From an optimization exercise on the open Yosys and OpenROAD flow, aimed at small area, a short achievable clock period and few clock cycles per item; shortcuts taken in it are not production practice.
In this exercise RTL edits were held to simulation tests only and were not proved equivalent to the original.
Power and IR drop assume default switching activity.

==> yarrow <==
==> flow/design.v <==
package bss_pkg;
    localparam int MAX_LEN_DEFAULT = 64;
    localparam int CHAR_W          = 8;
    localparam int MAX_STR         = 4;
    function automatic logic [CHAR_W-1:0] bss_key(input logic [CHAR_W-1:0] c);
        bss_key = c ^ 8'h80;
    endfunction
    function automatic logic bss_key_gt(input logic [CHAR_W-1:0] a,
                                        input logic [CHAR_W-1:0] b);
        logic [7:0] g1, e1;
        logic [3:0] g2, e2;
        logic [1:0] g3, e3;
        g1 = a & ~b;
        e1 = a | ~b;
        for (int k = 0; k < 4; k++)
        begin
            g2[k] = g1[2*k+1] | (e1[2*k+1] & g1[2*k]);
            e2[k] = e1[2*k+1] & e1[2*k];
        end
        for (int k = 0; k < 2; k++)
        begin
            g3[k] = g2[2*k+1] | (e2[2*k+1] & g2[2*k]);
            e3[k] = e2[2*k+1] & e2[2*k];
        end
        bss_key_gt = g3[1] | (e3[1] & g3[0]);
    endfunction
    typedef struct packed {
        logic [7:0] hi_gt;   
        logic [8:0] hi_eq;   
        logic [7:0] lo_ge;   
    } bss_pos_t;
    localparam logic [24:0] BSS_POS_ZERO = {8'hFE, 9'h001, 8'hFF};
    function automatic bss_pos_t bss_pos_inc(input bss_pos_t p);
        bss_pos_t q;
        q = p;
        if (!p.lo_ge[6])
        begin
            q.lo_ge = 8'hFF;
            q.hi_eq = {p.hi_eq[7:0], 1'b0};
            q.hi_gt = p.hi_gt & ~q.hi_eq[7:0];
        end
        else
        begin
            q.lo_ge = {p.lo_ge[6:0], 1'b0};
        end
        bss_pos_inc = q;
    endfunction
    function automatic bss_pos_t bss_pos_dec(input bss_pos_t p);
        bss_pos_t q;
        q = p;
        if (p.lo_ge[0])
        begin
            q.lo_ge = 8'h80;
            q.hi_eq = {1'b0, p.hi_eq[8:1]};
            q.hi_gt = p.hi_gt | p.hi_eq[7:0];
        end
        else
        begin
            q.lo_ge = {1'b1, p.lo_ge[7:1]};
        end
        bss_pos_dec = q;
    endfunction
endpackage
module bss_ctrl #(
    parameter int W = 10
) (
    input  logic         clk,
    input  logic         rst_n,
    input  logic         push,
    input  logic [W-1:0] push_data,
    output logic         can_push,
    output logic         has2_next,
    output logic         out_valid,
    input  logic         out_ready,
    output logic [W-1:0] out_data
);
    logic         has1_reg;    
    logic         has2_reg;    
    logic [W-1:0] head_reg;
    logic [W-1:0] next_reg;
    logic         take;
    assign out_valid = has1_reg;
    assign out_data  = head_reg;
    assign can_push  = !has2_reg;
    assign take      = has1_reg && out_ready;
    assign has2_next = (has2_reg && !out_ready) || (has1_reg && !out_ready && push);
    always_ff @(posedge clk or negedge rst_n)
    begin
        if (!rst_n)
        begin
            has1_reg <= 1'b0;
            has2_reg <= 1'b0;
        end
        else
        begin
            has1_reg <= has2_reg || push || (has1_reg && !out_ready);
            has2_reg <= has2_next;
        end
    end
    always_ff @(posedge clk)
    begin
        if (has2_reg)
        begin
            if (take)
                head_reg <= next_reg;
        end
        else if (!has1_reg || take)
        begin
            head_reg <= push_data;
        end
        if (!has2_reg)
            next_reg <= push_data;
    end
endmodule
module bss_datapath #(
    parameter int MAX_LEN = bss_pkg::MAX_LEN_DEFAULT
) (
    input  logic                       clk,
    input  logic                       desc,      
    input  logic                       m_ins,     
    input  logic                       m_pop,     
    input  logic                       m_both,    
    input  logic                       m_none,    
    input  logic                       b_load,    
    input  logic [bss_pkg::CHAR_W-1:0] key_a,
    input  logic [bss_pkg::CHAR_W-1:0] key_b,
    input  bss_pkg::bss_pos_t          count,
    input  bss_pkg::bss_pos_t          base,
    output logic [bss_pkg::CHAR_W-1:0] key_head
);
    localparam int KW = bss_pkg::CHAR_W;
    logic [KW-1:0] cell_reg [MAX_LEN];
    logic [MAX_LEN-1:0] cmp_reg;
    logic [MAX_LEN+1:0] cmp_src;
    logic [MAX_LEN+1:0] gt;
    logic               b_gt_a;
    assign b_gt_a = bss_pkg::bss_key_gt(key_b, key_a) ^ desc;
    assign gt[0]              = 1'b0;
    assign gt[MAX_LEN+1]      = 1'b1;
    assign cmp_src[0]         = 1'b0;
    assign cmp_src[MAX_LEN+1] = 1'b0;
    for (genvar i = 0; i < MAX_LEN; i++)
    begin : g_cell
        localparam logic [KW-1:0] POL = (i % 2 == 1) ? {KW{1'b1}} : '0;
        logic [KW-1:0] key;
        logic [KW-1:0] up_val;
        logic [KW-1:0] down_val;
        logic [KW-1:0] new_val;
        logic ge_base, ge_count;
        logic gt_prev, gt_here, gt_next;
        logic src_prev, src_here, src_next;
        logic sel_up, sel_key, sel_down, hold;
        assign key = cell_reg[i] ^ POL;
        assign ge_base  = base.hi_gt[i / 8] || (base.hi_eq[i / 8] && base.lo_ge[i % 8]);
        assign ge_count = count.hi_gt[i / 8] || (count.hi_eq[i / 8] && count.lo_ge[i % 8]);
        assign cmp_src[i+1] = b_load ? (bss_pkg::bss_key_gt(key, key_a) ^ desc) : cmp_reg[i];
        assign gt[i+1]      = ge_base && (ge_count || cmp_reg[i]);
        assign gt_prev  = gt[i];
        assign gt_here  = gt[i+1];
        assign gt_next  = gt[i+2];
        assign src_prev = cmp_src[i];
        assign src_here = cmp_src[i+1];
        assign src_next = cmp_src[i+2];
        if (i == 0)
        begin : g_first
            assign up_val = '0;
        end
        else
        begin : g_rest
            assign up_val = cell_reg[i-1];
        end
        if (i == MAX_LEN - 1)
        begin : g_top
            assign down_val = '0;
        end
        else
        begin : g_mid
            assign down_val = cell_reg[i+1];
        end
        assign new_val = key_b ^ ~POL;
        assign sel_up   = m_ins && gt_prev;
        assign sel_key  = (m_ins && gt_here && !gt_prev) || (m_both && gt_next && !gt_here);
        assign sel_down = m_pop || (m_both && !gt_next);
        assign hold     = m_none || (m_ins && !gt_here) || (m_both && gt_here);
        always_ff @(posedge clk)
        begin
            cell_reg[i] <= ~(({KW{sel_up}} & up_val) | ({KW{sel_key}} & new_val) |
                             ({KW{sel_down}} & down_val) | ({KW{hold}} & ~cell_reg[i]));
        end
        always_ff @(posedge clk)
        begin
            cmp_reg[i] <= (sel_up && src_prev) || (sel_key && b_gt_a) ||
                          (sel_down && src_next) || (hold && src_here);
        end
    end
    assign key_head = cell_reg[0];
endmodule
module byte_string_sorter #(
    parameter int MAX_LEN = bss_pkg::MAX_LEN_DEFAULT
) (
    input  logic                       clk,
    input  logic                       rst_n,
    input  logic                       in_valid,
    output logic                       in_ready,
    input  logic [bss_pkg::CHAR_W-1:0] in_char,
    input  logic                       in_is_last,
    output logic                       out_valid,
    input  logic                       out_ready,
    output logic [bss_pkg::CHAR_W-1:0] out_char,
    output logic                       out_end_of_string,
    output logic                       out_overflow,
    input  logic                       cfg_we,
    input  logic                       cfg_wdata
);
    localparam int CW = $clog2(MAX_LEN + 1);
    localparam int NS = bss_pkg::MAX_STR;
    localparam int SW = $clog2(NS + 1);
    localparam int KW = bss_pkg::CHAR_W;
    logic desc_reg;
    always_ff @(posedge clk or negedge rst_n)
    begin
        if (!rst_n)
            desc_reg <= 1'b0;
        else if (cfg_we)
            desc_reg <= cfg_wdata;
    end
    logic ins_reg, drop_reg, pop_reg, rdy_reg;
    logic m_ins_reg, m_pop_reg, m_both_reg, m_none_reg;
    logic          bv_reg;
    logic [KW-1:0] b_reg;
    logic          bl_reg;
    logic [KW-1:0] key_in;
    logic          accept, consume;
    logic          bv_next, bl_next;
    assign in_ready = rdy_reg;
    assign key_in   = bss_pkg::bss_key(in_char);
    assign accept   = in_valid && rdy_reg;
    assign consume  = ins_reg || drop_reg;
    assign bv_next  = accept || (bv_reg && !consume);
    assign bl_next  = accept ? in_is_last : bl_reg;
    always_ff @(posedge clk)
    begin
        if (accept)
        begin
            b_reg  <= key_in;
            bl_reg <= in_is_last;
        end
    end
    logic [CW-1:0] cur_reg;
    logic          cur_full_reg;
    logic          cur_ovf_reg;
    logic [NS-1:0] nstr_reg;
    logic          head_last_reg;
    logic [CW-1:0] len_reg [NS];
    logic          lovf_reg [NS];
    logic complete, shift_str;
    logic [CW-1:0] done_len;
    logic          done_ovf;
    logic [NS-1:0] nstr_next;
    logic [NS:0]   nstr_is;     
    logic          full_next, cur_full_next, head_last_next;
    bss_pkg::bss_pos_t count_pos_reg, base_pos_reg;
    bss_pkg::bss_pos_t count_pos_next, base_pos_next;
    logic              full, count_is_63;
    assign complete  = consume && bl_reg;
    assign count_pos_next = m_ins_reg ? bss_pkg::bss_pos_inc(count_pos_reg) :
                            m_pop_reg ? bss_pkg::bss_pos_dec(count_pos_reg) : count_pos_reg;
    assign base_pos_next  = complete ? count_pos_next :
                            pop_reg  ? bss_pkg::bss_pos_dec(base_pos_reg) : base_pos_reg;
    assign full           = count_pos_reg.hi_eq[8];
    assign count_is_63    = count_pos_reg.hi_eq[7] && !count_pos_reg.lo_ge[6];
    assign shift_str = pop_reg && head_last_reg;
    assign done_len  = cur_reg + CW'(ins_reg);
    assign done_ovf  = cur_ovf_reg || drop_reg;
    assign nstr_next = (complete && !shift_str) ? {nstr_reg[NS-2:0], 1'b1} :
                       (shift_str && !complete) ? {1'b0, nstr_reg[NS-1:1]} : nstr_reg;
    assign nstr_is   = {1'b0, nstr_reg} ^ {nstr_reg, 1'b1};
    assign full_next = (full && (ins_reg == pop_reg)) || (count_is_63 && m_ins_reg);
    assign cur_full_next = !complete &&
                           (cur_full_reg || ((cur_reg == CW'(MAX_LEN - 1)) && ins_reg));
    logic write_head;
    assign write_head = complete && (shift_str ? nstr_is[1] : nstr_is[0]);
    assign head_last_next = write_head ? (ins_reg ? (cur_reg == '0) : (cur_reg == CW'(1))) :
                            shift_str  ? (len_reg[1] == CW'(1)) :
                            pop_reg    ? (len_reg[0] == CW'(2)) : head_last_reg;
    logic has2_next;
    logic pop_next, str_room_next, ins_next, drop_next, gate_next;
    assign pop_next      = nstr_next[0] && !has2_next;
    assign str_room_next = !bl_next || !nstr_next[NS-1] || (pop_next && head_last_next);
    assign gate_next     = bv_next && str_room_next;
    assign ins_next      = gate_next && !cur_full_next && (!full_next || pop_next);
    assign drop_next     = gate_next && cur_full_next;
    always_ff @(posedge clk or negedge rst_n)
    begin
        if (!rst_n)
        begin
            rdy_reg       <= 1'b0;
            m_ins_reg     <= 1'b0;
            m_pop_reg     <= 1'b0;
            m_both_reg    <= 1'b0;
            m_none_reg    <= 1'b1;
            ins_reg       <= 1'b0;
            drop_reg      <= 1'b0;
            pop_reg       <= 1'b0;
            bv_reg        <= 1'b0;
            count_pos_reg <= bss_pkg::BSS_POS_ZERO;
            base_pos_reg  <= bss_pkg::BSS_POS_ZERO;
            cur_reg       <= '0;
            cur_full_reg  <= 1'b0;
            cur_ovf_reg   <= 1'b0;
            nstr_reg      <= '0;
            head_last_reg <= 1'b0;
        end
        else
        begin
            ins_reg       <= ins_next;
            drop_reg      <= drop_next;
            pop_reg       <= pop_next;
            rdy_reg       <= !bv_next || ins_next || drop_next;
            m_ins_reg     <= ins_next && !pop_next;
            m_pop_reg     <= pop_next && !ins_next;
            m_both_reg    <= ins_next && pop_next;
            m_none_reg    <= !ins_next && !pop_next;
            bv_reg        <= bv_next;
            count_pos_reg <= count_pos_next;
            base_pos_reg  <= base_pos_next;
            cur_full_reg  <= cur_full_next;
            if (complete)
            begin
                cur_reg     <= '0;
                cur_ovf_reg <= 1'b0;
            end
            else
            begin
                cur_reg     <= done_len;
                cur_ovf_reg <= done_ovf;
            end
            nstr_reg      <= nstr_next;
            head_last_reg <= head_last_next;
        end
    end
    for (genvar k = 0; k < NS; k++)
    begin : g_str
        logic write_here;
        assign write_here = complete && (shift_str ? nstr_is[k+1] : nstr_is[k]);
        always_ff @(posedge clk)
        begin
            if (write_here)
            begin
                len_reg[k]  <= done_len;
                lovf_reg[k] <= done_ovf;
            end
            else if (shift_str)
            begin
                if (k < NS - 1)
                begin
                    len_reg[k]  <= len_reg[(k < NS - 1) ? k + 1 : k];
                    lovf_reg[k] <= lovf_reg[(k < NS - 1) ? k + 1 : k];
                end
            end
            else if (k == 0 && pop_reg)
            begin
                len_reg[k] <= len_reg[k] - CW'(1);
            end
        end
    end
    logic [KW-1:0] key_head;
    bss_datapath u_datapath (
        .clk      (clk),
        .desc     (desc_reg),
        .m_ins    (m_ins_reg),
        .m_pop    (m_pop_reg),
        .m_both   (m_both_reg),
        .m_none   (m_none_reg),
        .b_load   (accept),
        .key_a    (key_in),
        .key_b    (b_reg),
        .count    (count_pos_reg),
        .base     (base_pos_reg),
        .key_head (key_head)
    );
    logic can_push_unused;
    bss_ctrl #(
        .W (KW + 2)
    ) u_res (
        .clk       (clk),
        .rst_n     (rst_n),
        .push      (pop_reg),
        .push_data ({lovf_reg[0], head_last_reg, bss_pkg::bss_key(key_head)}),
        .can_push  (can_push_unused),
        .has2_next (has2_next),
        .out_valid (out_valid),
        .out_ready (out_ready),
        .out_data  ({out_overflow, out_end_of_string, out_char})
    );
endmodule
==> flow/flow/run.sh <==
#!/bin/bash
# Standard layout, with the port buffers made from buf_4 cells instead of
# the smallest buffer, so that the port paths are not held back by them.
# Each tool's output goes to its own log in this folder.
set -o pipefail
cp standard.sh standard_sh_copy.log
cp config.mk config_mk_copy.log
export BUFFER_PORTS_ARGS="-buffer_cell sky130_fd_sc_hd__buf_4"
bash standard.sh > standard.log 2>&1
==> flow/standard.sh <==
#!/bin/bash
# synth_recipe.tcl (not shown) runs the flow's synth.tcl, then flattens the netlist and writes it again
# the make line also repeats each setting of config.mk as NAME=value (left out here)
make -C /OpenROAD-flow-scripts/flow DESIGN_CONFIG=/design/flow/config.mk WORK_HOME=/design/flow/orfs CLKGATE_MAP_FILE= SYNTH_SCRIPT=/design/flow/synth_recipe.tcl "${@:-finish}"
==> flow/config.mk <==
export PLATFORM = sky130hd
export DESIGN_NAME = byte_string_sorter
export DESIGN_NICKNAME = byte_string_sorter
export VERILOG_FILES = /design/flow/design.v
export SDC_FILE = /design/flow/constraint.sdc
export NUM_CORES = 4
export LEC_CHECK = 0
export CAP_MARGIN = 20
export CORE_MARGIN = 2
export CORE_UTILIZATION = 60
export CTS_BUF_LIST = sky130_fd_sc_hd__clkbuf_4
export CTS_CLUSTER_SIZE = 24
export SETUP_SLACK_MARGIN = 1.8
export SLEW_MARGIN = 20
==> flow/constraint.sdc <==
create_clock -name core_clock -period 4.2 [get_ports {clk}]
set_input_delay 0.8400 -clock core_clock [delete_from_list [all_inputs] [get_ports {clk}]]
set_output_delay 0.8400 -clock core_clock [all_outputs]
set_load 0.01 [all_outputs]
==> delta: changes against yarrow <==
- CTS_BUF_LIST: sky130_fd_sc_hd__clkbuf_4 -> sky130_fd_sc_hd__clkbuf_8
- SETUP_SLACK_MARGIN: 1.8 -> 1.6
==> summary of the runs <==
- In synthesized area, yarrow and delta do not differ.
- Synthesized cell count is the same in yarrow and delta.
- Cell area: delta is smaller than yarrow (2.5%).
- Between delta and yarrow, the lower via count is in delta (gap about 2.4%, measured against yarrow).
- Between yarrow and delta, the lower maximum frequency is in yarrow (gap about 0.8%, measured against delta).
==> figures <==
item	delta	yarrow
Run status	complete, no violations	complete, no violations
Fraction of layout cells with a size suffix above 1	17.45%	21.93%
Clock share of power	14.3%	13.4%
Multi-input combinational cell area	26260 sq um	26830 sq um
Power of the combinational group	23600 uW	25000 uW
Post-route worst setup slack	1.622 ns	1.602 ns
Routability congestion estimate	0.9556	0.9445
Sum of met3 wire segment lengths after detailed routing	19.74 mm	22.58 mm
Largest net degree at the start of global routing	96	102
Power per unit of standard cell area	981.7 nW/um^2	982.7 nW/um^2
Crit path to	u_datapath.cell_reg[11][1]	u_datapath.cmp_reg[1]
Post-DP Area	43950 sq um	44050 sq um
Testbench counts of yarrow, summed over its fixed seeds: cycles 13,872, bytes 12,838.
Testbench counts of delta, summed over its fixed seeds: cycles 13,872, bytes 12,838.

afterwards: timing with drivers on the ports:
Ports are ideal in the flow. The routed layouts listed here were re-timed in OpenROAD. Step 1 assumes that a clkbuf_16 drives the clock port and a buf_2 every other input. Step 2 adds t to the input delays and takes it off the output delays; t is the mean of the earliest and latest rising clock arrival at the registers after step 1. Input paths then give back, and output paths get back, about the clock's delay inside the block. Three values: no drivers, after step 1, after step 2; two values: the first two.
run | t (ns) | setup slack, ns | hold slack, ns | worst register clock-pin slew, ns
yarrow | 1.149 | 1.602 / 1.602 / 0.622 | 0.180 / 0.184 / 0.460 | 0.09 / 0.09
delta | 0.859 | 1.622 / 1.622 / 0.775 | 0.129 / 0.090 / 0.490 | 0.08 / 0.08
After both steps every run listed still meets setup and hold. The setup slack of yarrow, which loses most, moves by 0.000 ns with the drivers and by -0.980 ns with both steps.
